This is an optimization exercise on Yosys and OpenROAD, whose aim is small area, not a production implementation.
RTL that was checked went through simulation tests only; none was proved equivalent to the original.
Only the layout flow was run in runs 5 and 6; the RTL was not checked for function there.
Power is estimated from default activity; no workload was simulated.

`design/flow/flow/run.sh`:
```
#!/bin/bash
# Standard ORFS layout (standard.sh: the standard flow's synthesis and ORFS steps) with
# two changes: ports are buffered with the smallest buffer (buf_1), and CTS
# adds no dummy loads and builds the tree from small clock buffers.
set -o pipefail
export BUFFER_PORTS_ARGS="-buffer_cell sky130_fd_sc_hd__buf_1"
export CTS_ARGS="-sink_clustering_enable -repair_clock_nets -dont_use_dummy_load -buf_list {sky130_fd_sc_hd__clkbuf_8} -sink_clustering_size 20 -sink_clustering_max_diameter 50"
bash standard.sh > standard.log 2>&1
```
`design/flow/standard.sh`:
```
#!/bin/bash
# synth_recipe.tcl (not shown) runs the flow's synth.tcl, then flattens the netlist and writes it again
# the make line also repeats each setting of config.mk as NAME=value (left out here)
make -C /OpenROAD-flow-scripts/flow DESIGN_CONFIG=/design/flow/config.mk WORK_HOME=/design/flow/orfs CLKGATE_MAP_FILE= SYNTH_SCRIPT=/design/flow/synth_recipe.tcl "${@:-finish}"
```
`design/flow/config.mk`:
```
export PLATFORM = sky130hd
export DESIGN_NAME = vehicle_safety_interlock_unit
export DESIGN_NICKNAME = vehicle_safety_interlock_unit
export VERILOG_FILES = /design/flow/design.v
export SDC_FILE = /design/flow/constraint.sdc
export NUM_CORES = 4
export LEC_CHECK = 0
export CAP_MARGIN = 20
export CORE_MARGIN = 2
export CORE_UTILIZATION = 40
export PLACE_DENSITY = 0.6
export SLEW_MARGIN = 20
```
`design/flow/constraint.sdc`:
```
create_clock -name core_clock -period 7.0 [get_ports {clk}]
set_input_delay 1.4000 -clock core_clock [delete_from_list [all_inputs] [get_ports {clk}]]
set_output_delay 1.4000 -clock core_clock [all_outputs]
set_load 0.01 [all_outputs]
```
`design/flow/design.v`:
```
package vsi_pkg;
    typedef enum logic [2:0] {
        KIND_TICK      = 3'd0,
        KIND_NAV_BEAT  = 3'd1,
        KIND_NAV_EXIT  = 3'd2,
        KIND_NAV_CMD   = 3'd3,
        KIND_SENSOR    = 3'd4
    } kind_t;
    typedef enum logic [2:0] {
        REFUSE_OK        = 3'd0,
        REFUSE_OVERSPEED = 3'd1,
        REFUSE_OVERSTEER = 3'd2,
        REFUSE_SENSOR    = 3'd3,
        REFUSE_RECOVERY  = 3'd4,
        REFUSE_LOCKED    = 3'd5
    } refusal_t;
    typedef enum logic [2:0] {
        MODE_NORMAL    = 3'd0,
        MODE_NO_SENSOR = 3'd1,
        MODE_RECOVERY  = 3'd2,
        MODE_SHAKING   = 3'd3,
        MODE_LOCKED    = 3'd4
    } mode_t;
    typedef enum logic [2:0] {
        REG_SPEED_LIMIT    = 3'd0,
        REG_STEERING_LIMIT = 3'd1,
        REG_MIN_DISTANCE   = 3'd2,
        REG_SILENCE_LIMIT  = 3'd3,
        REG_CHECK_PERIOD   = 3'd4,
        REG_REST_LIMIT     = 3'd5,
        REG_HOLD           = 3'd6
    } reg_index_t;
    localparam int NOTICE_SLOW   = 0;
    localparam int NOTICE_RESUME = 1;
    localparam int NOTICE_STOP   = 2;
    localparam int NOTICE_LOCK   = 3;
    localparam logic [14:0] SPEED_LIMIT_RST    = 15'd512;
    localparam logic [14:0] STEERING_LIMIT_RST = 15'd6400;
    localparam logic [15:0] MIN_DISTANCE_RST   = 16'd160;
    localparam logic [15:0] SILENCE_LIMIT_RST  = 16'd500;
    localparam logic [15:0] CHECK_PERIOD_RST   = 16'd200;
    localparam logic [15:0] REST_LIMIT_RST     = 16'd5000;
    localparam logic [15:0] HOLD_RST           = 16'd3000;
    localparam logic [15:0] SAT16 = 16'hFFFF;
    localparam logic [31:0] SAT32 = 32'hFFFF_FFFF;
    localparam int IN_DATA_W  = 56;
    localparam int OUT_DATA_W = 80;
endpackage
module vehicle_safety_interlock_unit (
    input  logic        clk,
    input  logic        rst_n,
    input  logic        s_tvalid,
    output logic        s_tready,
    input  logic [55:0] s_tdata,
    input  logic [2:0]  s_tuser,
    output logic        m_tvalid,
    input  logic        m_tready,
    output logic [79:0] m_tdata,
    input  logic        cfg_valid,
    output logic        cfg_ready,
    input  logic [2:0]  cfg_addr,
    input  logic [15:0] cfg_data
);
    function automatic logic gt16(input logic [15:0] a, input logic [15:0] b);
        logic g;
        g = 1'b0;
        for (int i = 0; i < 16; i++)
            g = (a[i] & ~b[i]) | (a[i] & g) | (~b[i] & g);
        gt16 = g;
    endfunction
    function automatic logic cmp16(input logic [15:0] a, input logic [15:0] b,
                                   input logic eq);
        logic g;
        g = eq;
        for (int i = 0; i < 16; i++)
            g = (a[i] & ~b[i]) | (a[i] & g) | (~b[i] & g);
        cmp16 = g;
    endfunction
    function automatic logic ge16(input logic [15:0] a, input logic [15:0] b);
        logic g;
        g = 1'b1;
        for (int i = 0; i < 16; i++)
            g = (a[i] & ~b[i]) | (a[i] & g) | (~b[i] & g);
        ge16 = g;
    endfunction
    function automatic logic [15:0] inc16(input logic [15:0] a, input logic cin);
        logic [15:0] s;
        logic        c, pb, pall;
        c    = cin;
        pb   = 1'b1;
        pall = 1'b1;
        for (int i = 0; i < 16; i++) begin
            if (i % 8 == 0 && i > 0) begin
                pall = pall & pb;
                pb   = 1'b1;
                c    = cin & pall;
            end
            s[i] = a[i] ^ c;
            c    = a[i] & c;
            pb   = pb & a[i];
        end
        inc16 = s;
    endfunction
    function automatic logic [15:0] dec16(input logic [15:0] a, input logic bin);
        logic [15:0] s;
        logic        c, pb, pall;
        c    = bin;
        pb   = 1'b1;
        pall = 1'b1;
        for (int i = 0; i < 16; i++) begin
            if (i % 8 == 0 && i > 0) begin
                pall = pall & pb;
                pb   = 1'b1;
                c    = bin & pall;
            end
            s[i] = a[i] ^ c;
            c    = ~a[i] & c;
            pb   = pb & ~a[i];
        end
        dec16 = s;
    endfunction
    function automatic logic [31:0] inc32(input logic [31:0] a, input logic cin);
        logic [31:0] s;
        logic        c, pb, pall;
        c    = cin;
        pb   = 1'b1;
        pall = 1'b1;
        for (int i = 0; i < 32; i++) begin
            if (i % 8 == 0 && i > 0) begin
                pall = pall & pb;
                pb   = 1'b1;
                c    = cin & pall;
            end
            s[i] = a[i] ^ c;
            c    = a[i] & c;
            pb   = pb & a[i];
        end
        inc32 = s;
    endfunction
    logic [14:0] speed_limit_n_reg;
    logic [14:0] steering_limit_n_reg;
    logic [15:0] min_distance_n_reg;
    logic [15:0] silence_limit_n_reg;
    logic [15:0] check_period_n_reg;
    logic [15:0] rest_limit_reg;
    logic [15:0] hold_ms_reg;
    always_ff @(posedge clk or negedge rst_n)
    begin
        if (!rst_n)
        begin
            speed_limit_n_reg    <= ~15'd512;
            steering_limit_n_reg <= ~15'd6400;
            min_distance_n_reg   <= ~16'd160;
            silence_limit_n_reg  <= ~16'd500;
            check_period_n_reg   <= ~16'd200;
            rest_limit_reg       <= 16'd5000;
            hold_ms_reg          <= 16'd3000;
        end
        else if (cfg_valid)
        begin
            case (cfg_addr)
                3'd0: speed_limit_n_reg    <= ~cfg_data[14:0];
                3'd1: steering_limit_n_reg <= ~cfg_data[14:0];
                3'd2: min_distance_n_reg   <= ~cfg_data;
                3'd3: silence_limit_n_reg  <= ~cfg_data;
                3'd4: check_period_n_reg   <= ~cfg_data;
                3'd5: rest_limit_reg       <= cfg_data;
                3'd6: hold_ms_reg          <= cfg_data;
                default: ;
            endcase
        end
    end
    logic [14:0] speed_limit_reg, steering_limit_reg;
    logic [15:0] min_distance_reg, silence_limit_reg, check_period_reg;
    assign speed_limit_reg    = ~speed_limit_n_reg;
    assign steering_limit_reg = ~steering_limit_n_reg;
    assign min_distance_reg   = ~min_distance_n_reg;
    assign silence_limit_reg  = ~silence_limit_n_reg;
    assign check_period_reg   = ~check_period_n_reg;
    logic        in_valid_reg;
    logic [2:0]  in_kind_reg;
    logic [31:0] in_pay_reg;
    logic        out_valid_reg;
    logic        advance;
    assign advance   = in_valid_reg && (!out_valid_reg || m_tready);
    assign s_tready  = !in_valid_reg || advance;
    assign cfg_ready = 1'b1;
    always_ff @(posedge clk or negedge rst_n)
    begin
        if (!rst_n)
            in_valid_reg <= 1'b0;
        else if (s_tready)
            in_valid_reg <= s_tvalid;
    end
    always_ff @(posedge clk)
    begin
        if (s_tready)
        begin
            in_kind_reg <= {s_tuser[2], s_tuser[1] | (s_tuser[2] & s_tuser[0]),
                            (s_tuser == 3'd4) ? s_tdata[50] : s_tuser[0]};
            in_pay_reg  <= s_tdata[31:0];
        end
    end
    logic        nav_contact_reg;
    logic        sensor_seen_reg;
    logic        recovering_reg;
    logic        shake_wait_reg;
    logic        lock_flag_reg;
    logic        snap_ok_reg;       
    logic [15:0] snap_dist_reg;     
    logic [15:0] nav_quiet_reg;     
    logic [15:0] sensor_quiet_reg;  
    logic [15:0] check_phase_reg;
    logic [15:0] rest_left_reg;     
    logic [15:0] hold_left_reg;
    logic [31:0] approve_count_reg;
    logic [31:0] reject_count_reg;
    logic        approved_reg;
    logic [2:0]  refusal_reg;
    logic [3:0]  notice_reg;
    logic        alive_reg;
    logic k_tick, k_beat, k_exit, k_cmd, k_sensor;
    assign k_tick   = advance && (in_kind_reg == 3'd0);
    assign k_beat   = advance && (in_kind_reg == 3'd1);
    assign k_exit   = advance && (in_kind_reg == 3'd2);
    assign k_cmd    = advance && (in_kind_reg == 3'd3);
    assign k_sensor = advance && (in_kind_reg[2:1] == 2'b10);
    logic [15:0] in_speed, in_steer;
    logic        in_shake;
    assign in_speed = in_pay_reg[15:0];
    assign in_steer = in_pay_reg[31:16];
    assign in_shake = in_kind_reg[0];
    logic        nav_sat, sensor_sat;
    logic [15:0] nav_quiet_inc, sensor_quiet_inc, check_phase_inc;
    logic        rest_nz, hold_nz, rest_one, hold_one;
    logic [15:0] rest_left_dec, hold_left_dec;
    logic        check_due, nav_trip, sensor_trip;
    assign nav_sat          = &nav_quiet_reg;
    assign sensor_sat       = &sensor_quiet_reg;
    assign nav_quiet_inc    = inc16(nav_quiet_reg, k_tick & ~nav_sat);
    assign sensor_quiet_inc = inc16(sensor_quiet_reg, k_tick & ~sensor_sat);
    assign check_phase_inc  = inc16(check_phase_reg, 1'b1);
    assign rest_nz          = |rest_left_reg;
    assign hold_nz          = |hold_left_reg;
    assign rest_one         = (rest_left_reg == 16'd1);
    assign hold_one         = (hold_left_reg == 16'd1);
    assign rest_left_dec    = dec16(rest_left_reg, k_tick & rest_nz);
    assign hold_left_dec    = dec16(hold_left_reg, k_tick & hold_nz);
    assign check_due        = ge16(check_phase_inc, check_period_reg);
    assign nav_trip         = nav_contact_reg && cmp16(nav_quiet_reg, silence_limit_reg, ~nav_sat);
    assign sensor_trip      = sensor_seen_reg && cmp16(sensor_quiet_reg, silence_limit_reg, ~sensor_sat);
    logic        over_speed, over_steer, sensor_bad;
    logic [14:0] steer_mag;
    logic [2:0]  refusal;
    assign over_speed = !in_speed[15] && gt16({1'b0, in_speed[14:0]}, {1'b0, speed_limit_reg});
    assign steer_mag  = in_steer[14:0] ^ {15{in_steer[15]}};
    assign over_steer = gt16({steer_mag, in_steer[15]}, {steering_limit_reg, 1'b0});
    assign sensor_bad = !sensor_seen_reg || !snap_ok_reg || !gt16(snap_dist_reg, min_distance_reg);
    always_comb
    begin
        if (lock_flag_reg)       refusal = 3'd5;
        else if (recovering_reg) refusal = 3'd4;
        else if (over_speed)     refusal = 3'd1;
        else if (over_steer)     refusal = 3'd2;
        else if (sensor_bad)     refusal = 3'd3;
        else                     refusal = 3'd0;
    end
    logic cmd_ok, cmd_hold;
    assign cmd_ok   = (refusal == 3'd0);
    assign cmd_hold = !lock_flag_reg && !recovering_reg && !cmd_ok;
    logic lock_now, shake_start, shake_end;
    assign lock_now    = k_tick && shake_wait_reg && rest_one;
    assign shake_start = k_sensor && in_shake && !shake_wait_reg && !lock_flag_reg;
    assign shake_end   = k_sensor && !in_shake && shake_wait_reg;
    logic alive_now, hold_load;
    assign alive_now = k_tick && check_due;
    assign hold_load = (alive_now && (shake_wait_reg || lock_flag_reg || !sensor_seen_reg ||
                                      nav_trip || sensor_trip))
                     || (k_cmd && cmd_hold);
    always_ff @(posedge clk or negedge rst_n)
    begin
        if (!rst_n)
        begin
            nav_contact_reg <= 1'b0;
            sensor_seen_reg <= 1'b0;
            recovering_reg  <= 1'b0;
            shake_wait_reg  <= 1'b0;
            lock_flag_reg   <= 1'b0;
            check_phase_reg <= 16'd0;
            hold_left_reg   <= 16'd0;
            approve_count_reg <= 32'd0;
            reject_count_reg  <= 32'd0;
        end
        else
        begin
            if (k_beat || k_cmd)
                nav_contact_reg <= 1'b1;
            else if (k_exit || (alive_now && nav_trip))
                nav_contact_reg <= 1'b0;
            if (k_sensor)
                sensor_seen_reg <= 1'b1;
            else if (alive_now && sensor_trip)
                sensor_seen_reg <= 1'b0;
            if ((alive_now && (nav_trip || sensor_trip)) || (k_cmd && cmd_hold))
                recovering_reg <= 1'b1;
            else if (k_tick && hold_one)
                recovering_reg <= 1'b0;
            if (shake_start)
                shake_wait_reg <= 1'b1;
            else if (shake_end || lock_now)
                shake_wait_reg <= 1'b0;
            if (lock_now)
                lock_flag_reg <= 1'b1;
            if (alive_now)
                check_phase_reg <= 16'd0;
            else if (k_tick)
                check_phase_reg <= check_phase_inc;
            if (hold_load)
                hold_left_reg <= hold_ms_reg;
            else
                hold_left_reg <= hold_left_dec;
            approve_count_reg <= inc32(approve_count_reg, k_cmd && cmd_ok && !(&approve_count_reg));
            reject_count_reg  <= inc32(reject_count_reg, k_cmd && !cmd_ok && !(&reject_count_reg));
        end
    end
    always_ff @(posedge clk)
    begin
        if (s_tvalid && s_tready && s_tuser == 3'd4)
        begin
            snap_ok_reg   <= s_tdata[32] & s_tdata[33];
            snap_dist_reg <= s_tdata[49:34];
        end
        if (k_beat || k_cmd)
            nav_quiet_reg <= 16'd0;
        else
            nav_quiet_reg <= nav_quiet_inc;
        if (k_sensor)
            sensor_quiet_reg <= 16'd0;
        else
            sensor_quiet_reg <= sensor_quiet_inc;
        if (shake_start)
            rest_left_reg <= rest_limit_reg;
        else
            rest_left_reg <= rest_left_dec;
    end
    always_ff @(posedge clk or negedge rst_n)
    begin
        if (!rst_n)
            out_valid_reg <= 1'b0;
        else if (advance)
            out_valid_reg <= 1'b1;
        else if (m_tready)
            out_valid_reg <= 1'b0;
    end
    always_ff @(posedge clk)
    begin
        if (advance)
        begin
            approved_reg <= k_cmd && cmd_ok;
            refusal_reg  <= k_cmd ? refusal : 3'd0;
            notice_reg   <= {lock_now, alive_now && sensor_trip, shake_end,
                             shake_start};
            alive_reg    <= alive_now;
        end
    end
    logic [2:0] mode;
    always_comb
    begin
        if (lock_flag_reg)        mode = 3'd4;
        else if (shake_wait_reg)  mode = 3'd3;
        else if (recovering_reg)  mode = 3'd2;
        else if (!sensor_seen_reg) mode = 3'd1;
        else                      mode = 3'd0;
    end
    assign m_tvalid = out_valid_reg;
    assign m_tdata  = {3'd0, reject_count_reg, approve_count_reg, mode, hold_nz, alive_reg,
                       notice_reg, refusal_reg, approved_reg};
endmodule
```
==> metrics.csv, run 1 <==
stage,metric,value,unit
synthesis,netlist_instances,1254,
critical_path,reg2reg_depth,21,
critical_path,crit_type,register to register,
synthesis,synthTopCellsByCount,"138 x dfrtp_1, 126 x ha_1, 109 x nor2_1",
sta,fin_skew,0.04834,ns
synthesis,ys_seq_elements,322,
sta,finalHoldViolCount,0,
routing,routed_via_density,5.235,
sta,setup_tns,0,ns
cells_and_area,area_growth,10.99,%
synthesis,synth_top_area_cell,dfrtp_1,
grt,grt_pass1_wl,52360,um
synthesis,synth-edff-count,61,
synthesis,synth.distinct_cells,63,
cells_and_area,num-nets-final,1628,
synthesis,syn_area,0.01439,mm2
clocking,cts_setup_buffers,0,
placed_design,gp_congestion,0.8174,
clocking,clockBufferDepth,3,
routing,route.final.wire_length,32150,um
routing,drt-initial-drc-count,600,
synthesis,synth_area_leaders,"dfrtp_1 24%, dfstp_2 14%, edfxtp_1 13%",
floorplanning,pin_count,166,
floorplanning,fp-row-count,69,
min_path,whs_endpoint,check_period_n_reg[15]$_DFFE_PN1P_,
routing,first_pass_iters,7,
power_and_ir_drop,p_per_area,259.6,mW/mm2
floorplanning,start_util,40.54,%
clocking,h-tree-depth,2,
grt,grt_util_all_layers,17.40,%
floorplanning,core-area,0.03548,mm2
clocking,cts_tree,yes,
synthesis,yosysTopAreaCellShare,24.01,%
synthesis,syn_area_per_cell,11.47,um2
routing,ant_nets,0,
power_and_ir_drop,leakagePower,7.265,nW
critical_path,timing.rr.end,hold_left_reg[15]$_DFF_PN0_,
sta,tightest_slew,1.004,ns
critical_path,cp_max_fo,21,
placed_design,portBuffers,156,
clocking,clock_latency,0.54,ns
critical_path,required,7.43,ns
synthesis,yosysWarnings,1,
grt,grt_overflow,0,
outcome,status,"complete, no violations",
critical_path,ff2ff_setup_slack,1.89,ns
clocking,cts_resized,0,
flow_run,maxCapViolCount,0,
sta,rsz0062_at_grt,no,
min_path,worstHoldStart,check_period_n_reg[15]$_DFFE_PN1P_,
floorplanning,die_area,0.03750,mm2
synthesis,synth.most_common_cell,dfrtp_1,
grt,antenna_found_initial,0,
clocking,clock_tree.root_cell,clkbuf_8,
synthesis,synth_flop_cell,dfrtp_1,
power_and_ir_drop,peakVddDrop,0.1607,mV
routing,vias,9832,
synthesis,ys_seq_area_share,57.12,%
sta,finalSetupViolations,0,
synthesis,async_flop_share,66.15,%
power_and_ir_drop,total_power,4.145,mW
placed_design,dp_hpwl,22670,um
clocking,path_clk_slew,0.09,ns
critical_path,rr_startpoint,check_phase_reg[0]$_DFFE_PN0P_,
sta,maxSlewHeadroom,32.90,%
clocking,clkSinkCount,322,
critical_path,endpoint_kind,register,
min_path,whs_path_depth,2,
routing,drc,0,
sta,max_freq,195.6,MHz
sta,period_share,73.03,%
routing,wl_per_cell,17.12,um
grt,grt_pass1_vias,9704,
floorplanning,die_w,193.6,um
clocking,numCtsBuffers,35,
sta,min_period,5.112,ns
cells_and_area,diodes,0,
critical_path,cp.arrival,5.54,ns
cells_and_area,drive_gt1_share,12.00,%
critical_path,setup.worst_path.start_class,register,
floorplanning,die_h,193.6,um
clocking,cts_hold_buf,0,
grt,grt_max_degree,171,
min_path,hp-class,register to register,
sta,slew_viol_final,0,
per-stage QoR:
step	worst slack, ns	hold WS, ns	util, %	cell area [um2]	std cells
global placement	1.907	0.4685	43.64	15480	1843
CTS	1.852	0.4934	45.00	15970	1878
detailed placement	1.871	0.4812	43.64	15480	1843
finish	1.888	0.4894	45.00	15970	1878
global route	1.556	0.5037	45.00	15970	1878
floorplan	2.701	0.4538	-	14390	1256
metal layers:
metal | track usage [%] | share of wire [%] | up-vias
met3 | 2.418 | 3.4 | 43
li1 | - | - | 4819
met1 | 22.58 | 44 | 4798
met5 | 0 | 0 | -
met2 | 30.32 | 50 | 172
met4 | 5.089 | 2.2 | 0
worst max-delay path: stages (launching register included):
cell	delay (ns)
dfrtp_1	0.42
ha_1	0.21
ha_1	0.18
ha_1	0.18
ha_1	0.18
ha_1	0.18
ha_1	0.17
ha_1	0.18
ha_1	0.18
ha_1	0.18
ha_1	0.18
ha_1	0.18
ha_1	0.18
ha_1	0.18
ha_1	0.31
nor2_1	0.06
nor2_1	0.13
nand2_1	0.06
o221ai_1	0.16
and3_1	0.69
o2bb2ai_4	0.38
mux2_2	0.40
power breakdown:
group / internal [mW] / total, mW / switching (mW)
combinational: 0.284 / 0.627 / 0.343
clock: 0.446 / 1.05 / 0.604
sequential: 2.25 / 2.47 / 0.214
total: 2.98 / 4.14 / 1.16
worst max-delay path by stage:
stage                                   start                          end  slack, ns
2_1_floorplan  check_phase_reg[0]$_DFFE_PN0P_  sensor_seen_reg$_DFFE_PN0P_       2.70
3_3_place_gp   check_phase_reg[0]$_DFFE_PN0P_  hold_left_reg[15]$_DFF_PN0_       1.91
3_5_place_dp   check_phase_reg[0]$_DFFE_PN0P_   hold_left_reg[7]$_DFF_PN0_       1.87
4_1_cts        check_phase_reg[0]$_DFFE_PN0P_  hold_left_reg[15]$_DFF_PN0_       1.85
5_1_grt        check_phase_reg[0]$_DFFE_PN0P_  hold_left_reg[15]$_DFF_PN0_       1.56
6_report       check_phase_reg[0]$_DFFE_PN0P_  hold_left_reg[15]$_DFF_PN0_       1.89
cells by family (layout without fill, tap and decap cells):
kind of cell | count (synthesis) | in the layout | synth area share (%)
buf+inv | 108 | 269 | 3.079
mux | 48 | 48 | 3.636
simple gates | 334 | 334 | 11.09
flops | 322 | 322 | 57.12
fa+ha+maj | 133 | 133 | 11.46
compound gates | 285 | 285 | 12.23
xor+xnor | 22 | 22 | 1.340
other cells | 2 | 4 | 0.05221
layout by cell type (no fill, tap or decap), types with 6 or more instances in the layout:
| cell | count |
|---|---|
| nor2_1 | 109 |
| o22ai_1 | 30 |
| nand3_1 | 6 |
| o221ai_1 | 9 |
| buf_1 | 155 |
| nor3_1 | 10 |
| buf_4 | 9 |
| xnor2_1 | 7 |
| mux2i_1 | 14 |
| nand2_1 | 97 |
| edfxtp_1 | 61 |
| a21oi_1 | 93 |
| and2_1 | 18 |
| nor4_1 | 8 |
| and3_1 | 8 |
| a22oi_1 | 14 |
| o21ai_0 | 72 |
| clkbuf_8 | 35 |
| xor2_1 | 15 |
| dfxtp_1 | 48 |
| nor2b_1 | 16 |
| nand2b_1 | 7 |
| a31oi_1 | 10 |
| maj3_1 | 6 |
| mux2_2 | 34 |
| ha_1 | 126 |
| dfrtp_1 | 138 |
| nand4_1 | 26 |
| a221oi_1 | 11 |
| dfstp_2 | 75 |
| a21o_1 | 8 |
| inv_1 | 68 |
layout make-up:
cell class / instances / area, um2
timing repair buffer: 166 / 676.9
multi-input combinational: 826 / 5759
fill: 3317 / 19520
tap: 461 / 576.8
sequential: 322 / 8217
clock buffer: 35 / 481.7
inverter: 68 / 255.2
==> run 2: changes to the inputs <==
--- a/design/flow/flow/run.sh
+++ b/design/flow/flow/run.sh
@@ -6,3 +6,3 @@
 export BUFFER_PORTS_ARGS="-buffer_cell sky130_fd_sc_hd__buf_1"
-export CTS_ARGS="-sink_clustering_enable -repair_clock_nets -dont_use_dummy_load -buf_list {sky130_fd_sc_hd__clkbuf_8} -sink_clustering_size 20 -sink_clustering_max_diameter 50"
+export CTS_ARGS="-sink_clustering_enable -repair_clock_nets -dont_use_dummy_load -buf_list {sky130_fd_sc_hd__clkbuf_4} -sink_clustering_size 10 -sink_clustering_max_diameter 40"
 bash standard.sh > standard.log 2>&1
--- a/design/flow/config.mk
+++ b/design/flow/config.mk
@@ -9,4 +9,4 @@
 export CORE_MARGIN = 2
-export CORE_UTILIZATION = 40
-export PLACE_DENSITY = 0.6
+export CORE_UTILIZATION = 60
+export PLACE_DENSITY = 0.8
 export SLEW_MARGIN = 20
==> metrics.csv, run 2 <==
stage,metric,value,unit,change
critical_path,endpoint_kind,register,,
clocking,cts_resized,0,,unchanged
min_path,whs_path_depth,2,,unchanged
sta,setup_tns,0,ns,unchanged
sta,max_freq,196.5,MHz,+0.44%
floorplanning,die_area,0.02523,mm2,-33%
clocking,cts_hold_buf,0,,unchanged
cells_and_area,num-nets-final,1639,,+0.68%
grt,grt_overflow,0,,unchanged
routing,wl_per_cell,17.61,um,+2.9%
clocking,clock_latency,0.66,ns,+0.12 ns
placed_design,gp_congestion,0.8396,,+2.7%
clocking,numCtsBuffers,43,,+23%
flow_run,maxCapViolCount,0,,unchanged
routing,drc,0,,unchanged
floorplanning,die_w,158.8,um,-18%
critical_path,cp_max_fo,21,,unchanged
cells_and_area,regArea,0.008217,mm2,unchanged
outcome,status,"complete, no violations",,
critical_path,reg2reg_depth,21,,unchanged
grt,grt_pass1_vias,9954,,+2.6%
min_path,worstHoldStart,check_period_n_reg[0]$_DFFE_PN1P_,,
clocking,cts_tree,yes,,
floorplanning,core-area,0.02347,mm2,-34%
synthesis,synth_area_leaders,"dfrtp_1 24%, dfstp_2 14%, edfxtp_1 13%",,
cells_and_area,layout_common_cells,"155 x buf_1, 138 x dfrtp_1, 126 x ha_1",,
synthesis,synthTopCellsByCount,"138 x dfrtp_1, 126 x ha_1, 109 x nor2_1",,
clocking,cts_setup_buffers,0,,unchanged
sta,maxSlewHeadroom,38.46,%,+5.6 points
synthesis,syn_area_per_cell,11.47,um2,unchanged
power_and_ir_drop,p_per_area,251.8,mW/mm2,-3.0%
cells_and_area,area_growth,8.846,%,
routing,route.final.wire_length,30780,um,-4.2%
synthesis,synth-edff-count,61,,unchanged
synthesis,synth-xor-area-share,1.339,%,unchanged
sta,slew_viol_final,0,,unchanged
sta,rsz0062_at_grt,no,,
clocking,clockBufferDepth,3,,unchanged
floorplanning,fp-row-count,56,,-19%
critical_path,rr_startpoint,check_phase_reg[0]$_DFFE_PN0P_,,
synthesis,async_flop_share,66.15,%,unchanged
floorplanning,pin_count,166,,unchanged
clocking,clock_tree.root_cell,clkbuf_4,,
critical_path,required,7.53,ns,+0.10 ns
critical_path,crit_type,register to register,,
clocking,h-tree-depth,2,,unchanged
routing,routed_via_density,5.831,,+11%
synthesis,synthMuxAreaShare,3.636,%,unchanged
cells_and_area,multi_input_area,0.005759,mm2,unchanged
synthesis,synth_top_area_cell,dfrtp_1,,
grt,antenna_found_initial,1,,+1
synthesis,synth_top_family_by_area,compound AO/OA/AOI/OAI gates,,
critical_path,cp-startpoint,check_phase_reg[0]$_DFFE_PN0P_,,
sta,min_period,5.090,ns,-0.02259 ns
synthesis,ys_seq_elements,322,,unchanged
clocking,path_clk_slew,0.08,ns,about the same
synthesis,synth_flop_cell,dfrtp_1,,
routing,drt-initial-drc-count,603,,+0.50%
critical_path,setup.worst_path.start_class,register,,
floorplanning,die_h,158.8,um,-18%
sta,finalHoldViolCount,0,,unchanged
min_path,whs_endpoint,check_period_n_reg[0]$_DFFE_PN1P_,,
critical_path,ff2ff_setup_slack,1.91,ns,+0.02 ns
power_and_ir_drop,leakagePower,7.226,nW,-0.54%
synthesis,synth_compound_area_share,12.23,%,unchanged
synthesis,synth.distinct_cells,63,,unchanged
clocking,clkSinkCount,322,,unchanged
synthesis,synth.most_common_cell,dfrtp_1,,
sta,tightest_slew,0.9182,ns,-0.08546 ns
synthesis,yosysTopAreaCellShare,24.01,%,unchanged
synthesis,netlist_instances,1254,,unchanged
cells_and_area,final_common_cell,buf_1,,
routing,first_pass_iters,5,,-2
sta,finalSetupViolations,0,,unchanged
routing,ant_nets,0,,unchanged
floorplanning,start_util,61.28,%,+21 points
critical_path,cp.arrival,5.62,ns,+0.08 ns
sta,hold_slack,0.4801,ns,-0.009301 ns
cells_and_area,drive_gt1_share,12.68,%,+0.68 points
grt,grt_pass1_wl,50220,um,-4.1%
synthesis,synthAdderAreaFrac,11.46,%,unchanged
power_and_ir_drop,peakVddDrop,0.1708,mV,+6.3%
routing,vias,10190,,+3.7%
grt,grt_util_all_layers,24.65,%,+7.3 points
min_path,hp-class,register to register,,
grt,grt_max_degree,85,,-50%
sta,period_share,72.71,%,-0.32 points
sta,fin_skew,0.08463,ns,+0.03629 ns
placed_design,portBuffers,156,,unchanged
synthesis,yosysWarnings,1,,unchanged
synthesis,syn_area,0.01439,mm2,unchanged
placed_design,dp_hpwl,21720,um,-4.2%
synthesis,ys_seq_area_share,57.12,%,unchanged
synthesis,synth-simple-area-share,11.09,%,unchanged
cells_and_area,fillCellCount,1825,,-45%
critical_path,timing.rr.end,hold_left_reg[15]$_DFF_PN0_,,
==> run 2: per-stage QoR <==
stage                     cells  power, mW  util, %  instance area [um2]  worst slack, ns
after floorplan            1256      2.896        -                14390            2.701
after global placement     1703      3.083    65.22                15310            1.927
after detailed placement   1703      3.134    65.22                15310            1.903
after CTS                  1746      3.976    66.60                15630            1.915
after global routing       1748      4.180    66.71                15660            1.669
final                      1748      3.942    66.71                15660            1.910
==> run 2: worst max-delay path, cell delays in order (launching register included) <==
cell	delay [ns]
dfrtp_1	0.41
ha_1	0.21
ha_1	0.18
ha_1	0.18
ha_1	0.18
ha_1	0.18
ha_1	0.17
ha_1	0.18
ha_1	0.18
ha_1	0.18
ha_1	0.18
ha_1	0.18
ha_1	0.18
ha_1	0.18
ha_1	0.30
nor2_1	0.07
nor2_1	0.14
nand2_1	0.07
o221ai_1	0.17
and3_1	0.69
o2bb2ai_4	0.38
mux2_2	0.40
==> run 2: cells by family after synthesis <==
group           Yosys count
simple gates            334
flops                   322
compound gates          285
fa+ha+maj               133
buf+inv                 108
mux                      48
xor+xnor                 22
other cells               2
==> run 2: routing by layer <==
metal | routed length [um] | vias to the layer above | GRT usage [%]
met5 | 0 | - | 0
li1 | - | 4856 | -
met2 | 15290 | 292 | 42.38
met1 | 13080 | 4963 | 32.13
met3 | 1410 | 81 | 3.501
met4 | 1008 | 0 | 8.716
==> run 2: final cells by class <==
cell class                      instances  share of cell area [%]
Antenna cell                            1                 0.01598
Clock buffer                           43                   2.062
Inverter                               68                   1.630
Multi-Input combinational cell        826                   36.78
Sequential cell                       322                   52.48
Tap cell                              319                   2.549
Timing Repair Buffer                  169                   4.483
==> run 2: worst max-delay path by stage <==
stage	end	cells past startpoint	slack, ns
2_1_floorplan	sensor_seen_reg$_DFFE_PN0P_	22	2.70
3_3_place_gp	hold_left_reg[15]$_DFF_PN0_	21	1.93
3_5_place_dp	hold_left_reg[7]$_DFF_PN0_	21	1.90
4_1_cts	hold_left_reg[15]$_DFF_PN0_	21	1.91
5_1_grt	hold_left_reg[15]$_DFF_PN0_	21	1.67
6_report	hold_left_reg[15]$_DFF_PN0_	21	1.91
==> run 2: power breakdown <==
| part | internal, mW | total [mW] | switching [mW] | leakage, nW |
|---|---|---|---|---|
| clock network | 0.283 | 0.842 | 0.559 | 0.198 |
| logic | 0.285 | 0.634 | 0.349 | 3.45 |
| registers | 2.25 | 2.47 | 0.214 | 3.58 |
| total | 2.82 | 3.94 | 1.12 | 7.23 |
==> run 3: changes to the inputs <==
--- a/design/flow/flow/run.sh
+++ b/design/flow/flow/run.sh
@@ -6,3 +6,3 @@
 export BUFFER_PORTS_ARGS="-buffer_cell sky130_fd_sc_hd__buf_1"
-export CTS_ARGS="-sink_clustering_enable -repair_clock_nets -dont_use_dummy_load -buf_list {sky130_fd_sc_hd__clkbuf_4} -sink_clustering_size 10 -sink_clustering_max_diameter 40"
+export CTS_ARGS="-sink_clustering_enable -repair_clock_nets -dont_use_dummy_load -buf_list {sky130_fd_sc_hd__clkbuf_2} -sink_clustering_size 6 -sink_clustering_max_diameter 30"
 bash standard.sh > standard.log 2>&1
==> metrics.csv, run 3 <==
stage,metric,value,unit,change
clocking,clockBufferDepth,3,,unchanged
routing,ant_nets,0,,unchanged
min_path,whs_endpoint,check_period_n_reg[0]$_DFFE_PN1P_,,
power_and_ir_drop,p_per_area,255.3,mW/mm2,+1.4%
synthesis,ys_seq_elements,322,,unchanged
synthesis,yosysWarnings,1,,unchanged
power_and_ir_drop,internal_power,2.815,mW,-0.22%
cells_and_area,layout_common_cells,"155 x buf_1, 138 x dfrtp_1, 126 x ha_1",,
cells_and_area,drive_gt1_share,14.53,%,+1.9 points
cells_and_area,fillCellCount,1827,,+0.11%
floorplanning,die_h,158.8,um,unchanged
grt,grt_pass1_wl,50740,um,+1.0%
clocking,cts_tree,yes,,
routing,drc,0,,unchanged
cells_and_area,area_growth,9.124,%,
critical_path,worstPathCellList,ha_1 > ha_1 > ha_1 > ha_1 > ha_1 > ha_1 > ha_1 > ha_1 > ha_1 > ha_1 > ha_1 > ha_1 > ha_1 > ha_1 > nor2_1 > nor2_1 > nand2_1 > o221ai_1 > and3_1 > o2bb2ai_4 > mux2_2,,
clocking,clock_latency,0.84,ns,+0.18 ns
grt,grt_max_degree,85,,unchanged
synthesis,netlist_instances,1254,,unchanged
sta,slew_viol_final,0,,unchanged
clocking,clock_tree.root_cell,clkbuf_2,,
critical_path,crit_top_cell,ha_1,,
min_path,worstHoldStart,check_period_n_reg[0]$_DFFE_PN1P_,,
min_path,whs_path_depth,2,,unchanged
routing,first_pass_iters,5,,unchanged
critical_path,cp_num_buf_inv,0,,unchanged
synthesis,synthTopCellsByCount,"138 x dfrtp_1, 126 x ha_1, 109 x nor2_1",,
synthesis,syn_area_per_cell,11.47,um2,unchanged
synthesis,syn_area,0.01439,mm2,unchanged
power_and_ir_drop,switching_share,29.78,%,+1.3 points
floorplanning,core-area,0.02347,mm2,unchanged
cells_and_area,final_area,0.01570,mm2,+0.26%
critical_path,ff2ff_setup_slack,1.89,ns,-0.02 ns
clocking,cts_resized,0,,unchanged
clocking,cts_hold_buf,0,,unchanged
power_and_ir_drop,leakagePower,7.332,nW,+1.5%
floorplanning,pin_count,166,,unchanged
placed_design,gp_congestion,0.8396,,unchanged
critical_path,critPathSlowestCell,and3_1,,
sta,min_period,5.106,ns,+0.01583 ns
clocking,path_clk_slew,0.10,ns,+0.02 ns
sta,finalHoldViolCount,0,,unchanged
routing,drt-initial-drc-count,600,,-0.50%
clocking,clkSinkCount,322,,unchanged
sta,fin_skew,0.1149,ns,+0.03027 ns
critical_path,slowest_delay,0.68,ns,about the same
sta,setup_tns,0,ns,unchanged
critical_path,rr_startpoint,check_phase_reg[0]$_DFFE_PN0P_,,
synthesis,synth.distinct_cells,63,,unchanged
flow_run,maxCapViolCount,0,,unchanged
grt,antenna_found_initial,2,,+1
synthesis,async_flop_share,66.15,%,unchanged
critical_path,crit_type,register to register,,
sta,max_freq,195.9,MHz,-0.31%
floorplanning,fp-row-count,56,,unchanged
grt,grt_pass1_vias,10210,,+2.6%
sta,rsz0062_at_grt,no,,
floorplanning,die_w,158.8,um,unchanged
critical_path,timing.rr.end,hold_left_reg[15]$_DFF_PN0_,,
routing,route.final.wire_length,31040,um,+0.83%
grt,grt_overflow,0,,unchanged
critical_path,cp.arrival,5.80,ns,+0.18 ns
routing,vias,10340,,+1.5%
power_and_ir_drop,p_switching,1.194,mW,+6.4%
critical_path,cp_max_fo,21,,unchanged
placed_design,dp_hpwl,21720,um,unchanged
floorplanning,start_util,61.28,%,unchanged
floorplanning,die_area,0.02523,mm2,unchanged
synthesis,synth_area_leaders,"dfrtp_1 24%, dfstp_2 14%, edfxtp_1 13%",,
clocking,cts_setup_buffers,0,,unchanged
critical_path,reg2reg_depth,21,,unchanged
synthesis,synth-edff-count,61,,unchanged
synthesis,ys_seq_area_share,57.12,%,unchanged
power_and_ir_drop,p_seq_share,61.5,%,-1.1 points
sta,maxSlewHeadroom,28.49,%,-10 points
sta,tightest_slew,1.070,ns,+0.1513 ns
sta,period_share,72.94,%,+0.23 points
cells_and_area,num-nets-final,1670,,+1.9%
outcome,status,"complete, no violations",,
synthesis,synth.most_common_cell,dfrtp_1,,
placed_design,portBuffers,156,,unchanged
power_and_ir_drop,pwr-share-clk,22.7,%,+1.3 points
clocking,h-tree-depth,3,,+1
min_path,hp-class,register to register,,
grt,grt_util_all_layers,25.03,%,+0.38 points
sta,finalSetupViolations,0,,unchanged
power_and_ir_drop,p_comb_share,15.7,%,-0.4 points
critical_path,critPathTopFamily,adder cells,,
placed_design,placed_cell_area,0.01531,mm2,unchanged
cells_and_area,final_common_cell,buf_1,,
synthesis,synth_flop_cell,dfrtp_1,,
routing,wl_per_cell,17.44,um,-0.98%
power_and_ir_drop,peakVddDrop,0.1658,mV,-2.9%
synthesis,synth_top_area_cell,dfrtp_1,,
synthesis,yosysTopAreaCellShare,24.01,%,unchanged
critical_path,required,7.69,ns,+0.16 ns
critical_path,endpoint_kind,register,,
clocking,numCtsBuffers,75,,+74%
power_and_ir_drop,total_power,4.008,mW,+1.7%
critical_path,setup.worst_path.start_class,register,,
routing,routed_via_density,5.811,,-0.34%
==> run 3: worst max-delay path by stage <==
stage          slack (ns)                           start                           to  depth (start not counted)
2_1_floorplan        2.70  check_phase_reg[0]$_DFFE_PN0P_  sensor_seen_reg$_DFFE_PN0P_                         22
3_3_place_gp         1.93  check_phase_reg[0]$_DFFE_PN0P_  hold_left_reg[15]$_DFF_PN0_                         21
3_5_place_dp         1.90  check_phase_reg[0]$_DFFE_PN0P_   hold_left_reg[7]$_DFF_PN0_                         21
4_1_cts              1.86  check_phase_reg[0]$_DFFE_PN0P_  hold_left_reg[15]$_DFF_PN0_                         21
5_1_grt              1.62  check_phase_reg[0]$_DFFE_PN0P_  hold_left_reg[15]$_DFF_PN0_                         21
6_report             1.89  check_phase_reg[0]$_DFFE_PN0P_  hold_left_reg[15]$_DFF_PN0_                         21
==> run 3: layer usage <==
metal | vias to the layer above | global-route usage, % | routed length (um)
met5 | - | 0 | 0
met4 | 0 | 10.43 | 1087
met3 | 88 | 4.702 | 1501
met2 | 306 | 41.90 | 15190
met1 | 5025 | 32.18 | 13260
li1 | 4924 | - | -
==> run 3: cell families (layout without fill, tap and decap cells) <==
logic type      after synthesis  count (layout)  synth area share [%]
fa+ha+maj                   133             133                 11.46
other cells                   2               6               0.05221
xor+xnor                     22              22                 1.340
flops                       322             322                 57.12
compound gates              285             285                 12.23
simple gates                334             334                 11.09
mux                          48              48                 3.636
buf+inv                     108             311                 3.079
==> run 3: area by class of cell <==
type	instances	area (um2)	area share [%]
Multi-Input combinational cell	826	5759	36.69
Inverter	68	255.2	1.626
Sequential cell	322	8217	52.34
Clock buffer	75	375.4	2.391
Tap cell	319	399.1	2.543
Timing Repair Buffer	168	686.9	4.376
Antenna cell	2	5.005	0.03188
==> run 3: tightest hold or removal path, delay by kind of cell, from the launching register on <==
kind / cells / cell delay [ns]
AND/OR/NAND/NOR: 1 / 0.04
flip-flops: 1 / 0.38
AO/OA/AOI/OAI: 1 / 0.07
==> run 3: metrics by stage <==
stage                     setup WS (ns)  cells  util, %  hold WS (ns)
after global routing              1.615   1780    66.88        0.5049
after detailed placement          1.903   1703    65.22        0.4713
after CTS                         1.862   1778    66.82        0.4850
after global placement            1.927   1703    65.22        0.4691
final                             1.894   1780    66.88        0.4845
after floorplan                   2.701   1256        -        0.4538
==> run 3: power groups by stage <==
stage | Clock (mW) | Sequential [mW] | Combinational [mW]
4_1_cts | 0.943 | 2.46 | 0.638
5_1_grt | 1.03 | 2.50 | 0.728
3_5_place_dp | 0 | 2.50 | 0.635
3_3_place_gp | 0 | 2.48 | 0.599
6_report | 0.910 | 2.47 | 0.631
2_1_floorplan | 0 | 2.44 | 0.454
==> run 4: changes to the inputs <==
--- a/design/flow/flow/run.sh
+++ b/design/flow/flow/run.sh
@@ -6,3 +6,3 @@
 export BUFFER_PORTS_ARGS="-buffer_cell sky130_fd_sc_hd__buf_1"
-export CTS_ARGS="-sink_clustering_enable -repair_clock_nets -dont_use_dummy_load -buf_list {sky130_fd_sc_hd__clkbuf_2} -sink_clustering_size 6 -sink_clustering_max_diameter 30"
+export CTS_ARGS="-sink_clustering_enable -repair_clock_nets -dont_use_dummy_load -buf_list {sky130_fd_sc_hd__clkbuf_8} -sink_clustering_size 16 -sink_clustering_max_diameter 50"
 bash standard.sh > standard.log 2>&1
==> metrics.csv, run 4 <==
stage,metric,value,unit,change
synthesis,synth_flop_cell,dfrtp_1,,
synthesis,ys_seq_elements,322,,unchanged
sta,rsz0062_at_grt,no,,
cells_and_area,final_area,0.01579,mm2,+0.56%
clocking,cts_tree,yes,,
sta,min_period,5.150,ns,+0.04470 ns
critical_path,ff2ff_setup_slack,1.85,ns,-0.04 ns
sta,finalSetupViolations,0,,unchanged
grt,grt_pass1_wl,50450,um,-0.59%
sta,period_share,73.58,%,+0.64 points
synthesis,synthTopCellsByCount,"138 x dfrtp_1, 126 x ha_1, 109 x nor2_1",,
critical_path,rr_startpoint,check_phase_reg[0]$_DFFE_PN0P_,,
sta,fin_skew,0.07763,ns,-0.03727 ns
floorplanning,start_util,61.28,%,unchanged
cells_and_area,diodes,0,,-2
sta,maxSlewHeadroom,29.26,%,+0.77 points
sta,slew_viol_final,0,,unchanged
power_and_ir_drop,peakVddDrop,0.2052,mV,+24%
synthesis,async_flop_share,66.15,%,unchanged
min_path,hp-class,register to register,,
floorplanning,die_area,0.02523,mm2,unchanged
routing,routed_via_density,5.854,,+0.75%
cells_and_area,drive_gt1_share,12.06,%,-2.5 points
critical_path,cp.arrival,5.56,ns,-0.24 ns
sta,max_freq,194.2,MHz,-0.87%
placed_design,placed_cell_area,0.01531,mm2,unchanged
min_path,whs_path_depth,2,,unchanged
floorplanning,core-area,0.02347,mm2,unchanged
min_path,worstHoldStart,check_period_n_reg[0]$_DFFE_PN1P_,,
cells_and_area,final_common_cell,buf_1,,
cells_and_area,multi_input_area,0.005759,mm2,unchanged
clocking,clock_tree.root_cell,clkbuf_8,,
cells_and_area,num-nets-final,1629,,-2.5%
synthesis,synth.distinct_cells,63,,unchanged
power_and_ir_drop,total_power,4.119,mW,+2.8%
routing,ant_nets,0,,unchanged
clocking,clockBufferDepth,3,,unchanged
routing,drt-initial-drc-count,626,,+4.3%
synthesis,synth.most_common_cell,dfrtp_1,,
grt,grt_util_all_layers,24.79,%,-0.24 points
placed_design,placed_cells,1703,,unchanged
sta,finalHoldViolCount,0,,unchanged
routing,route.final.wire_length,30940,um,-0.32%
synthesis,yosysTopAreaCellShare,24.01,%,unchanged
critical_path,reg2reg_depth,21,,unchanged
cells_and_area,fillCellCount,1797,,-1.6%
clocking,h-tree-depth,2,,-1
routing,first_pass_iters,5,,unchanged
critical_path,crit_type,register to register,,
placed_design,portBuffers,156,,unchanged
synthesis,netlist_instances,1254,,unchanged
outcome,status,"complete, no violations",,
clocking,cts_hold_buf,0,,unchanged
floorplanning,die_h,158.8,um,unchanged
clocking,path_clk_slew,0.07,ns,-0.03 ns
synthesis,syn_area,0.01439,mm2,unchanged
clocking,numCtsBuffers,34,,-55%
synthesis,synth-edff-count,61,,unchanged
min_path,whs_endpoint,check_period_n_reg[0]$_DFFE_PN1P_,,
grt,grt_overflow,0,,unchanged
cells_and_area,fin_cells,1737,,-2.4%
floorplanning,die_w,158.8,um,unchanged
clocking,clkSinkCount,322,,unchanged
grt,grt_max_degree,85,,unchanged
routing,wl_per_cell,17.81,um,+2.1%
flow_run,maxCapViolCount,0,,unchanged
placed_design,gp_congestion,0.8396,,unchanged
critical_path,timing.rr.end,hold_left_reg[7]$_DFF_PN0_,,
grt,grt_pass1_vias,10040,,-1.7%
routing,drc,0,,unchanged
routing,vias,10170,,-1.7%
critical_path,endpoint_kind,register,,
clocking,cts_setup_buffers,0,,unchanged
synthesis,synth_area_leaders,"dfrtp_1 24%, dfstp_2 14%, edfxtp_1 13%",,
grt,antenna_found_initial,0,,-2
synthesis,ys_seq_area_share,57.12,%,unchanged
synthesis,syn_area_per_cell,11.47,um2,unchanged
critical_path,cp_max_fo,21,,unchanged
cells_and_area,area_growth,9.733,%,
sta,setup_tns,0,ns,unchanged
sta,tightest_slew,1.058,ns,-0.01152 ns
cells_and_area,regArea,0.008217,mm2,unchanged
critical_path,required,7.41,ns,-0.28 ns
power_and_ir_drop,leakagePower,7.265,nW,-0.91%
placed_design,dp_hpwl,21720,um,unchanged
cells_and_area,layout_common_cells,"155 x buf_1, 138 x dfrtp_1, 126 x ha_1",,
synthesis,synth_top_area_cell,dfrtp_1,,
floorplanning,pin_count,166,,unchanged
synthesis,yosysWarnings,1,,unchanged
power_and_ir_drop,p_per_area,261.0,mW/mm2,+2.2%
critical_path,setup.worst_path.start_class,register,,
clocking,cts_resized,0,,unchanged
floorplanning,fp-row-count,56,,unchanged
clocking,clock_latency,0.54,ns,-0.30 ns
run 4: worst max-delay path, stage by stage (launching register included):
cell	delay, ns
dfrtp_1	0.41
ha_1	0.21
ha_1	0.19
ha_1	0.19
ha_1	0.18
ha_1	0.18
ha_1	0.19
ha_1	0.18
ha_1	0.18
ha_1	0.18
ha_1	0.18
ha_1	0.18
ha_1	0.18
ha_1	0.18
ha_1	0.30
nor2_1	0.07
nor2_1	0.14
nand2_1	0.07
o221ai_1	0.17
and3_1	0.68
o2bb2ai_4	0.38
mux2_2	0.40
run 4: final cells by class:
class | instances | share of cell area [%]
flip-flops and latches | 322 | 52.05
clock buffers | 34 | 2.964
multi-input cells | 826 | 36.49
well taps | 319 | 2.529
inverters | 68 | 1.617
repair buffers | 168 | 4.352
run 4: metal layers:
| layer | global-route usage, % | vias up | share of wire (%) |
|---|---|---|---|
| met5 | 0 | - | 0 |
| met4 | 10.68 | 0 | 4.0 |
| met3 | 3.187 | 89 | 4.1 |
| met2 | 42.24 | 282 | 49 |
| met1 | 32.07 | 4989 | 43 |
| li1 | - | 4809 | - |
run 4: cell families after synthesis:
group / synth area share (%)
simple gates: 11.09
fa+ha+maj: 11.46
xor+xnor: 1.340
flops: 57.12
other cells: 0.05221
compound gates: 12.23
mux: 3.636
buf+inv: 3.079
run 4: metrics by stage:
stage	setup slack, ns	hold WS [ns]	util [%]
6_report	1.850	0.4819	67.25
3_5_place_dp	1.903	0.4713	65.22
2_1_floorplan	2.701	0.4538	-
4_1_cts	1.840	0.4808	67.22
3_3_place_gp	1.927	0.4691	65.22
5_1_grt	1.589	0.5022	67.25
run 4: worst max-delay path by stage:
stage	from	endpoint	slack (ns)	cells past startpoint
floorplan	check_phase_reg[0]$_DFFE_PN0P_	sensor_seen_reg$_DFFE_PN0P_	2.70	22
global placement	check_phase_reg[0]$_DFFE_PN0P_	hold_left_reg[15]$_DFF_PN0_	1.93	21
detailed placement	check_phase_reg[0]$_DFFE_PN0P_	hold_left_reg[7]$_DFF_PN0_	1.90	21
CTS	check_phase_reg[0]$_DFFE_PN0P_	hold_left_reg[7]$_DFF_PN0_	1.84	21
global route	check_phase_reg[0]$_DFFE_PN0P_	hold_left_reg[7]$_DFF_PN0_	1.59	21
finish	check_phase_reg[0]$_DFFE_PN0P_	hold_left_reg[7]$_DFF_PN0_	1.85	21
run 4: where the power goes:
group | switching (mW) | leakage [nW] | internal (mW) | total [mW]
sequential | 0.214 | 3.58 | 2.25 | 2.47
combinational | 0.347 | 3.44 | 0.284 | 0.631
clock | 0.587 | 0.244 | 0.434 | 1.02
total | 1.15 | 7.26 | 2.97 | 4.12
==> run 5: changes to the inputs <==
--- a/design/flow/design.v
+++ b/design/flow/design.v
@@ -212,3 +212,3 @@
     logic [15:0] sensor_quiet_reg;  
-    logic [15:0] check_phase_reg;
+    logic [15:0] check_next_reg;    
     logic [15:0] rest_left_reg;     
@@ -241,3 +241,3 @@
     assign sensor_quiet_inc = inc16(sensor_quiet_reg, k_tick & ~sensor_sat);
-    assign check_phase_inc  = inc16(check_phase_reg, 1'b1);
+    assign check_phase_inc  = inc16(check_next_reg, k_tick);
     assign rest_nz          = |rest_left_reg;
@@ -248,3 +248,3 @@
     assign hold_left_dec    = dec16(hold_left_reg, k_tick & hold_nz);
-    assign check_due        = ge16(check_phase_inc, check_period_reg);
+    assign check_due        = ge16(check_next_reg, check_period_reg);
     assign nav_trip         = nav_contact_reg && cmp16(nav_quiet_reg, silence_limit_reg, ~nav_sat);
@@ -288,3 +288,3 @@
             lock_flag_reg   <= 1'b0;
-            check_phase_reg <= 16'd0;
+            check_next_reg  <= 16'd1;
             hold_left_reg   <= 16'd0;
@@ -314,5 +314,5 @@
             if (alive_now)
-                check_phase_reg <= 16'd0;
-            else if (k_tick)
-                check_phase_reg <= check_phase_inc;
+                check_next_reg <= 16'd1;
+            else
+                check_next_reg <= check_phase_inc;
             if (hold_load)
--- a/design/flow/flow/run.sh
+++ b/design/flow/flow/run.sh
@@ -6,3 +6,3 @@
 export BUFFER_PORTS_ARGS="-buffer_cell sky130_fd_sc_hd__buf_1"
-export CTS_ARGS="-sink_clustering_enable -repair_clock_nets -dont_use_dummy_load -buf_list {sky130_fd_sc_hd__clkbuf_8} -sink_clustering_size 16 -sink_clustering_max_diameter 50"
+export CTS_ARGS="-sink_clustering_enable -repair_clock_nets -dont_use_dummy_load -buf_list {sky130_fd_sc_hd__clkbuf_4} -sink_clustering_size 10 -sink_clustering_max_diameter 40"
 bash standard.sh > standard.log 2>&1
==> metrics.csv, run 5 <==
stage,metric,value,unit,change
outcome,status,"complete, no violations",,
synthesis,synth.most_common_cell,dfrtp_1,,
routing,first_pass_iters,5,,unchanged
sta,setup_tns,0,ns,unchanged
floorplanning,start_util,61.10,%,-0.19 points
clocking,numCtsBuffers,43,,+26%
critical_path,crit_type,register to register,,
placed_design,dp_hpwl,21630,um,-0.39%
grt,grt_max_degree,79,,-7.1%
grt,antenna_found_initial,1,,+1
sta,period_share,64.33,%,-9.2 points
sta,maxSlewHeadroom,31.17,%,+1.9 points
routing,route.met2.wl,14620,um,-3.9%
clocking,cts_setup_buffers,0,,unchanged
synthesis,synth_area_leaders,"dfrtp_1 24%, dfstp_2 14%, edfxtp_1 13%",,
grt,grt_overflow,0,,unchanged
power_and_ir_drop,pwr-share-clk,21.6,%,-3.2 points
routing,vias,9944,,-2.2%
sta,fin_skew,0.04834,ns,-0.02929 ns
synthesis,yosysTopAreaCellShare,23.98,%,-0.030 points
clocking,cts_hold_buf,0,,unchanged
cells_and_area,area_growth,8.672,%,
sta,min_period,4.503,ns,-0.6470 ns
power_and_ir_drop,p_comb_share,15.4,%,about the same
routing,drc,0,,unchanged
critical_path,rr_startpoint,in_pay_reg[31]$_DFFE_PN_,,
sta,setup_slack,2.497,ns,+0.6470 ns
routing,route.final.wire_length,30580,um,-1.2%
critical_path,ff2ff_setup_slack,2.50,ns,+0.65 ns
routing,highest_layer,met4,,
placed_design,dp_slack,2.355,ns,+0.4524 ns
cells_and_area,num-nets-final,1600,,-1.8%
routing,ant_nets,0,,unchanged
power_and_ir_drop,p_seq_share,63.0,%,+3.1 points
synthesis,synth-edff-count,61,,unchanged
cells_and_area,drive_gt1_share,12.67,%,+0.61 points
critical_path,timing.rr.end,approve_count_reg[7]$_DFF_PN0_,,
critical_path,required,7.53,ns,+0.12 ns
min_path,hp-class,register to register,,
min_path,whs_path_depth,1,,-1
grt,grt_pass1_wl,49020,um,-2.8%
synthesis,synth.distinct_cells,64,,+1.6%
critical_path,endpoint_kind,register,,
floorplanning,fp-row-count,56,,unchanged
floorplanning,die_h,158.4,um,-0.29%
floorplanning,pin_count,166,,unchanged
routing,met3WireLength,2021,um,+59%
power_and_ir_drop,p_per_area,254.7,mW/mm2,-2.4%
synthesis,async_flop_share,66.15,%,unchanged
clocking,clock_latency,0.66,ns,+0.12 ns
clocking,clkSinkCount,322,,unchanged
power_and_ir_drop,internal_power,2.823,mW,-5.0%
floorplanning,core-area,0.02340,mm2,-0.30%
clocking,clock_tree.root_cell,clkbuf_4,,
routing,wl_per_cell,17.89,um,+0.46%
synthesis,synth_top_area_cell,dfrtp_1,,
clocking,path_clk_slew,0.11,ns,+0.04 ns
sta,finalSetupViolations,0,,unchanged
power_and_ir_drop,switching_share,28.66,%,+0.80 points
flow_run,maxCapViolCount,0,,unchanged
critical_path,cp_max_fo,24,,+14%
synthesis,ys_seq_elements,322,,unchanged
synthesis,synth_flop_cell,dfrtp_1,,
power_and_ir_drop,peakVddDrop,0.1617,mV,-21%
clocking,clockBufferDepth,3,,unchanged
clocking,cts_resized,0,,unchanged
cells_and_area,multi_input_area,0.005673,mm2,-1.5%
routing,wl_met1,12850,um,-2.8%
synthesis,yosysWarnings,1,,unchanged
power_and_ir_drop,p_switching,1.134,mW,-1.2%
critical_path,reg2reg_depth,16,,-24%
min_path,worstHoldStart,in_valid_reg$_DFFE_PN0N_,,
placed_design,gp_congestion,0.8759,,+4.3%
sta,rsz0062_at_grt,no,,
synthesis,syn_area,0.01430,mm2,-0.60%
synthesis,syn_area_per_cell,11.77,um2,+2.6%
cells_and_area,layout_common_cells,"155 x buf_1, 137 x dfrtp_1, 126 x ha_1",,
synthesis,ys_seq_area_share,57.47,%,+0.35 points
power_and_ir_drop,leakagePower,7.168,nW,-1.3%
placed_design,portBuffers,156,,unchanged
routing,drt-initial-drc-count,639,,+2.1%
floorplanning,die_w,158.4,um,-0.29%
sta,tightest_slew,1.032,ns,-0.02558 ns
clocking,h-tree-depth,2,,unchanged
clocking,cts_tree,yes,,
grt,grt_util_all_layers,25.19,%,+0.40 points
cells_and_area,fillCellCount,1879,,+4.6%
routing,routed_via_density,5.819,,-0.61%
synthesis,synthTopCellsByCount,"137 x dfrtp_1, 126 x ha_1, 122 x nor2_1",,
min_path,whs_endpoint,out_valid_reg$_DFFE_PN0P_,,
floorplanning,die_area,0.02508,mm2,-0.58%
cells_and_area,regArea,0.008218,mm2,about the same
sta,slew_viol_final,0,,unchanged
sta,finalHoldViolCount,0,,unchanged
critical_path,cp.arrival,5.04,ns,-0.52 ns
critical_path,setup.worst_path.start_class,register,,
cells_and_area,final_common_cell,buf_1,,
sta,max_freq,222.1,MHz,+14%
grt,grt_pass1_vias,9769,,-2.7%
synthesis,netlist_instances,1215,,-3.1%
==> run 5: changes by cell type in the layout (fill, tap and decap cells not counted), moves of 6 or more <==
cell,change
nand2_1,-52
nor3_1,+6
clkbuf_8,-34
and2_1,+13
clkbuf_4,+43
nor2_1,+13
o22ai_1,-9
o21ai_0,-30
nor4_1,+6
==> run 5: cell type report <==
cell class / instances / area share [%]
multi-input combinational: 792 / 36.51
clock buffer: 43 / 2.077
antenna: 1 / 0.01610
sequential: 322 / 52.89
inverter: 66 / 1.594
tap: 319 / 2.569
timing repair buffer: 166 / 4.348
==> run 5: logic make-up (layout without fill, tap and decap cells) <==
group                    after synthesis  count (layout)  share of synthesized area (%)
AND/OR/NAND/NOR                      327             327                          11.34
flip-flops                           322             322                          57.47
AO/OA/AOI/OAI                        258             258                          11.58
adder cells (fa/ha/maj)              131             131                          11.38
buffers and inverters                103             275                          3.045
multiplexers                          49              49                          3.728
XOR/XNOR                              23              23                          1.409
other                                  2               5                        0.05252
==> run 5: critical path, stage by stage (launching register included) <==
cell      delay (ns)
edfxtp_1        0.91
inv_1           0.33
a221oi_1        0.30
nor2_1          0.08
o21a_1          0.19
o311a_1         0.38
o21a_1          0.32
o311ai_0        0.29
inv_1           0.10
ha_1            0.24
ha_1            0.19
ha_1            0.18
ha_1            0.18
ha_1            0.19
ha_1            0.19
ha_1            0.19
xor2_1          0.14
==> run 5: stage by stage <==
| step | hold slack [ns] | instances | util (%) | power, mW | area (um2) |
|---|---|---|---|---|---|
| 3_3_place_gp | 0.4680 | 1663 | 64.90 | 3.085 | 15190 |
| 6_report | 0.4927 | 1709 | 66.40 | 3.957 | 15540 |
| 2_1_floorplan | 0.4569 | 1217 | - | 2.898 | 14310 |
| 3_5_place_dp | 0.4812 | 1664 | 64.96 | 3.137 | 15200 |
| 5_1_grt | 0.5130 | 1709 | 66.40 | 4.200 | 15540 |
| 4_1_cts | 0.5001 | 1707 | 66.34 | 3.989 | 15520 |
==> run 5: routing by layer <==
metal	vias up	GRT usage, %
met2	334	41.47
li1	4738	-
met3	67	4.654
met5	-	0
met1	4805	33.63
met4	0	9.309
==> run 5: power groups by stage <==
stage | logic [mW] | clock network [mW] | registers (mW)
floorplan | 0.439 | 0 | 2.46
global placement | 0.577 | 0 | 2.51
detailed placement | 0.613 | 0 | 2.52
CTS | 0.616 | 0.884 | 2.49
global route | 0.705 | 0.961 | 2.53
finish | 0.610 | 0.854 | 2.49
==> run 5: how the worst max path moves through the flow <==
stage	endpoint	from
3_5_place_dp	approve_count_reg[15]$_DFF_PN0_	m_tready
6_report	approve_count_reg[7]$_DFF_PN0_	in_pay_reg[31]$_DFFE_PN_
5_1_grt	approve_count_reg[7]$_DFF_PN0_	in_pay_reg[31]$_DFFE_PN_
2_1_floorplan	hold_left_reg[15]$_DFF_PN0_	m_tready
4_1_cts	approve_count_reg[7]$_DFF_PN0_	in_pay_reg[31]$_DFFE_PN_
3_3_place_gp	approve_count_reg[15]$_DFF_PN0_	m_tready
==> run 6: changes to the inputs <==
--- a/design/flow/design.v
+++ b/design/flow/design.v
@@ -214,3 +214,4 @@
     logic [15:0] rest_left_reg;     
-    logic [15:0] hold_left_reg;
+    logic [15:0] hold_left_reg;     
+    logic        hold_active_reg;   
     logic [31:0] approve_count_reg;
@@ -243,3 +244,3 @@
     assign rest_nz          = |rest_left_reg;
-    assign hold_nz          = |hold_left_reg;
+    assign hold_nz          = hold_active_reg & (|hold_left_reg);
     assign rest_one         = (rest_left_reg == 16'd1);
@@ -289,3 +290,3 @@
             check_next_reg  <= 16'd1;
-            hold_left_reg   <= 16'd0;
+            hold_active_reg <= 1'b0;
             approve_count_reg <= 32'd0;
@@ -318,5 +319,3 @@
             if (hold_load)
-                hold_left_reg <= hold_ms_reg;
-            else
-                hold_left_reg <= hold_left_dec;
+                hold_active_reg <= 1'b1;
             approve_count_reg <= inc32(approve_count_reg, k_cmd && cmd_ok && !(&approve_count_reg));
@@ -340,2 +339,6 @@
             sensor_quiet_reg <= sensor_quiet_inc;
+        if (hold_load)
+            hold_left_reg <= hold_ms_reg;
+        else
+            hold_left_reg <= hold_left_dec;
         if (shake_start)
==> metrics.csv, run 6 <==
stage,metric,value,unit,change
floorplanning,die_w,158.5,um,about the same
synthesis,synth.most_common_cell,ha_1,,
clocking,cts_resized,0,,unchanged
clocking,cts_tree,yes,,
placed_design,dp_slack,2.337,ns,-0.01827 ns
clocking,numCtsBuffers,45,,+4.7%
floorplanning,die_area,0.02513,mm2,+0.18%
sta,max_freq,215.9,MHz,-2.8%
clocking,clockBufferDepth,3,,unchanged
sta,rsz0062_at_grt,no,,
sta,slew_viol_final,0,,unchanged
grt,grt_pass1_vias,9499,,-2.8%
sta,setup_tns,0,ns,unchanged
clocking,cts_hold_buf,0,,unchanged
synthesis,synth_top_area_cell,dfrtp_1,,
sta,maxSlewHeadroom,39.09,%,+7.9 points
placed_design,gp_congestion,0.8646,,-1.3%
synthesis,synth.distinct_cells,73,,+14%
routing,vias,9913,,-0.31%
clocking,clock_latency,0.69,ns,+0.03 ns
min_path,hp-class,register to register,,
synthesis,ys_seq_area_share,56.98,%,-0.49 points
critical_path,cp.arrival,5.16,ns,+0.12 ns
synthesis,synth_flop_cell,dfrtp_1,,
routing,first_pass_iters,5,,unchanged
routing,wl_per_cell,17.48,um,-2.3%
placed_design,dp_hpwl,21020,um,-2.8%
grt,grt_max_degree,199,,+150%
routing,drc,0,,unchanged
placed_design,placed_cell_area,0.01524,mm2,+0.25%
flow_run,maxCapViolCount,0,,unchanged
synthesis,yosysWarnings,1,,unchanged
cells_and_area,drive_gt1_share,13.82,%,+1.1 points
critical_path,setup.worst_path.start_class,register,,
power_and_ir_drop,p_per_area,257.2,mW/mm2,+0.99%
synthesis,syn_area,0.01432,mm2,+0.18%
critical_path,endpoint_kind,register,,
routing,routed_via_density,5.773,,-0.78%
clocking,h-tree-depth,2,,unchanged
placed_design,portBuffers,156,,unchanged
synthesis,synth_area_leaders,"dfrtp_1 21%, dfstp_2 14%, edfxtp_1 13%",,
sta,setup_slack,2.368,ns,-0.1287 ns
synthesis,synthTopCellsByCount,"126 x ha_1, 122 x dfrtp_1, 117 x nor2_1",,
sta,fin_skew,0.07852,ns,+0.03018 ns
sta,finalSetupViolations,0,,unchanged
floorplanning,core-area,0.02347,mm2,+0.30%
sta,hold_slack,0.4831,ns,-0.009602 ns
sta,min_period,4.632,ns,+0.1287 ns
cells_and_area,area_growth,8.953,%,
routing,drt-initial-drc-count,626,,-2.0%
synthesis,syn_area_per_cell,11.74,um2,-0.23%
clocking,path_clk_slew,0.10,ns,about the same
routing,route.final.wire_length,30010,um,-1.9%
sta,period_share,66.17,%,+1.8 points
clocking,cts_setup_buffers,0,,unchanged
cells_and_area,num-nets-final,1608,,+0.50%
grt,grt_util_all_layers,24.33,%,-0.86 points
floorplanning,pin_count,166,,unchanged
grt,grt_overflow,0,,unchanged
clocking,clock_tree.root_cell,clkbuf_4,,
critical_path,crit_type,register to register,,
grt,antenna_found_initial,1,,unchanged
synthesis,synth-edff-count,61,,unchanged
power_and_ir_drop,peakVddDrop,0.1638,mV,+1.3%
critical_path,required,7.53,ns,about the same
floorplanning,start_util,61.03,%,-0.070 points
routing,ant_nets,0,,unchanged
synthesis,netlist_instances,1220,,+0.41%
synthesis,yosysTopAreaCellShare,21.31,%,-2.7 points
outcome,status,"complete, no violations",,
synthesis,ys_seq_elements,323,,+0.31%
## run 6: changes by cell type in the layout (fill, tap and decap cells not counted), moves of 7 or more
cell,change
dfxtp_1,+16
dfrtp_1,-15
a22oi_1,+13
a221oi_1,-7
a22o_1,-7
nor2b_1,+7
## run 6: report_power, final
| part | total, mW | switching (mW) | leakage [nW] | internal [mW] |
|---|---|---|---|---|
| combinational | 0.637 | 0.346 | 3.49 | 0.292 |
| sequential | 2.51 | 0.236 | 3.53 | 2.27 |
| clock | 0.870 | 0.574 | 0.207 | 0.296 |
| total | 4.01 | 1.16 | 7.22 | 2.86 |
## run 6: worst max-delay path, cell delays in order, from the launching register on
cell       delay [ns]
edfxtp_1         0.93
nor3_1           0.16
a41o_1           0.26
a2111oi_2        0.48
a2111oi_2        0.13
nor3b_2          0.61
a221oi_2         0.22
and2_1           0.22
ha_1             0.18
ha_1             0.18
ha_1             0.19
ha_1             0.18
ha_1             0.19
ha_1             0.19
ha_1             0.20
xor2_1           0.14
## run 6: cell type report
type	instances	area, um2
diodes	1	2.502
clock buffers	45	337.8
fillers	1830	7865
inverters	62	232.7
multi-input cells	801	5772
flip-flops and latches	323	8163
well taps	319	399.1
repair buffers	166	700.7
## run 6: path summary, 6_finish.rpt
kind	start	to	slack, ns	cells past startpoint
max	in_pay_reg[31]$_DFFE_PN_	reject_count_reg[23]$_DFF_PN0_	2.37	15
min reg2reg	hold_active_reg$_DFFE_PN0P_	hold_active_reg$_DFFE_PN0P_	0.48	1
min	hold_active_reg$_DFFE_PN0P_	hold_active_reg$_DFFE_PN0P_	0.48	1
max in group asynchronous	rst_n	in_valid_reg$_DFFE_PN0N_	5.15	3
min in group asynchronous	rst_n	approve_count_reg[15]$_DFF_PN0_	0.75	2
max reg2reg	in_pay_reg[31]$_DFFE_PN_	reject_count_reg[23]$_DFF_PN0_	2.37	15
## run 6: metal layers
| layer | wire length (um) | global-route usage, % |
|---|---|---|
| met4 | 854 | 8.966 |
| met2 | 14460 | 39.77 |
| met5 | 0 | 0 |
| met1 | 12930 | 32.57 |
| met3 | 1764 | 4.682 |
## run 6: per-stage QoR
step / instances / util (%) / power, mW
after floorplan: 1222 / - / 2.932
after global placement: 1669 / 64.88 / 3.119
after detailed placement: 1670 / 64.93 / 3.173
after CTS: 1715 / 66.36 / 4.037
after global routing: 1717 / 66.49 / 4.249
final: 1717 / 66.49 / 4.014
## run 6: logic make-up after synthesis
logic type	after synthesis	share of synthesized area [%]
buffers and inverters	98	2.917
adder cells (fa/ha/maj)	132	11.42
AO/OA/AOI/OAI	253	11.15
multiplexers	49	3.773
flip-flops	323	56.98
XOR/XNOR	23	1.406
other	2	0.05243
AND/OR/NAND/NOR	340	12.30

Setup slack of run 6, layout unchanged: 2.368 ns with ideal ports, 2.368 ns with driving cells assumed (clock clkbuf_16, inputs buf_2), 2.317 ns with port delays also shifted by the 0.693 ns mid clock arrival.
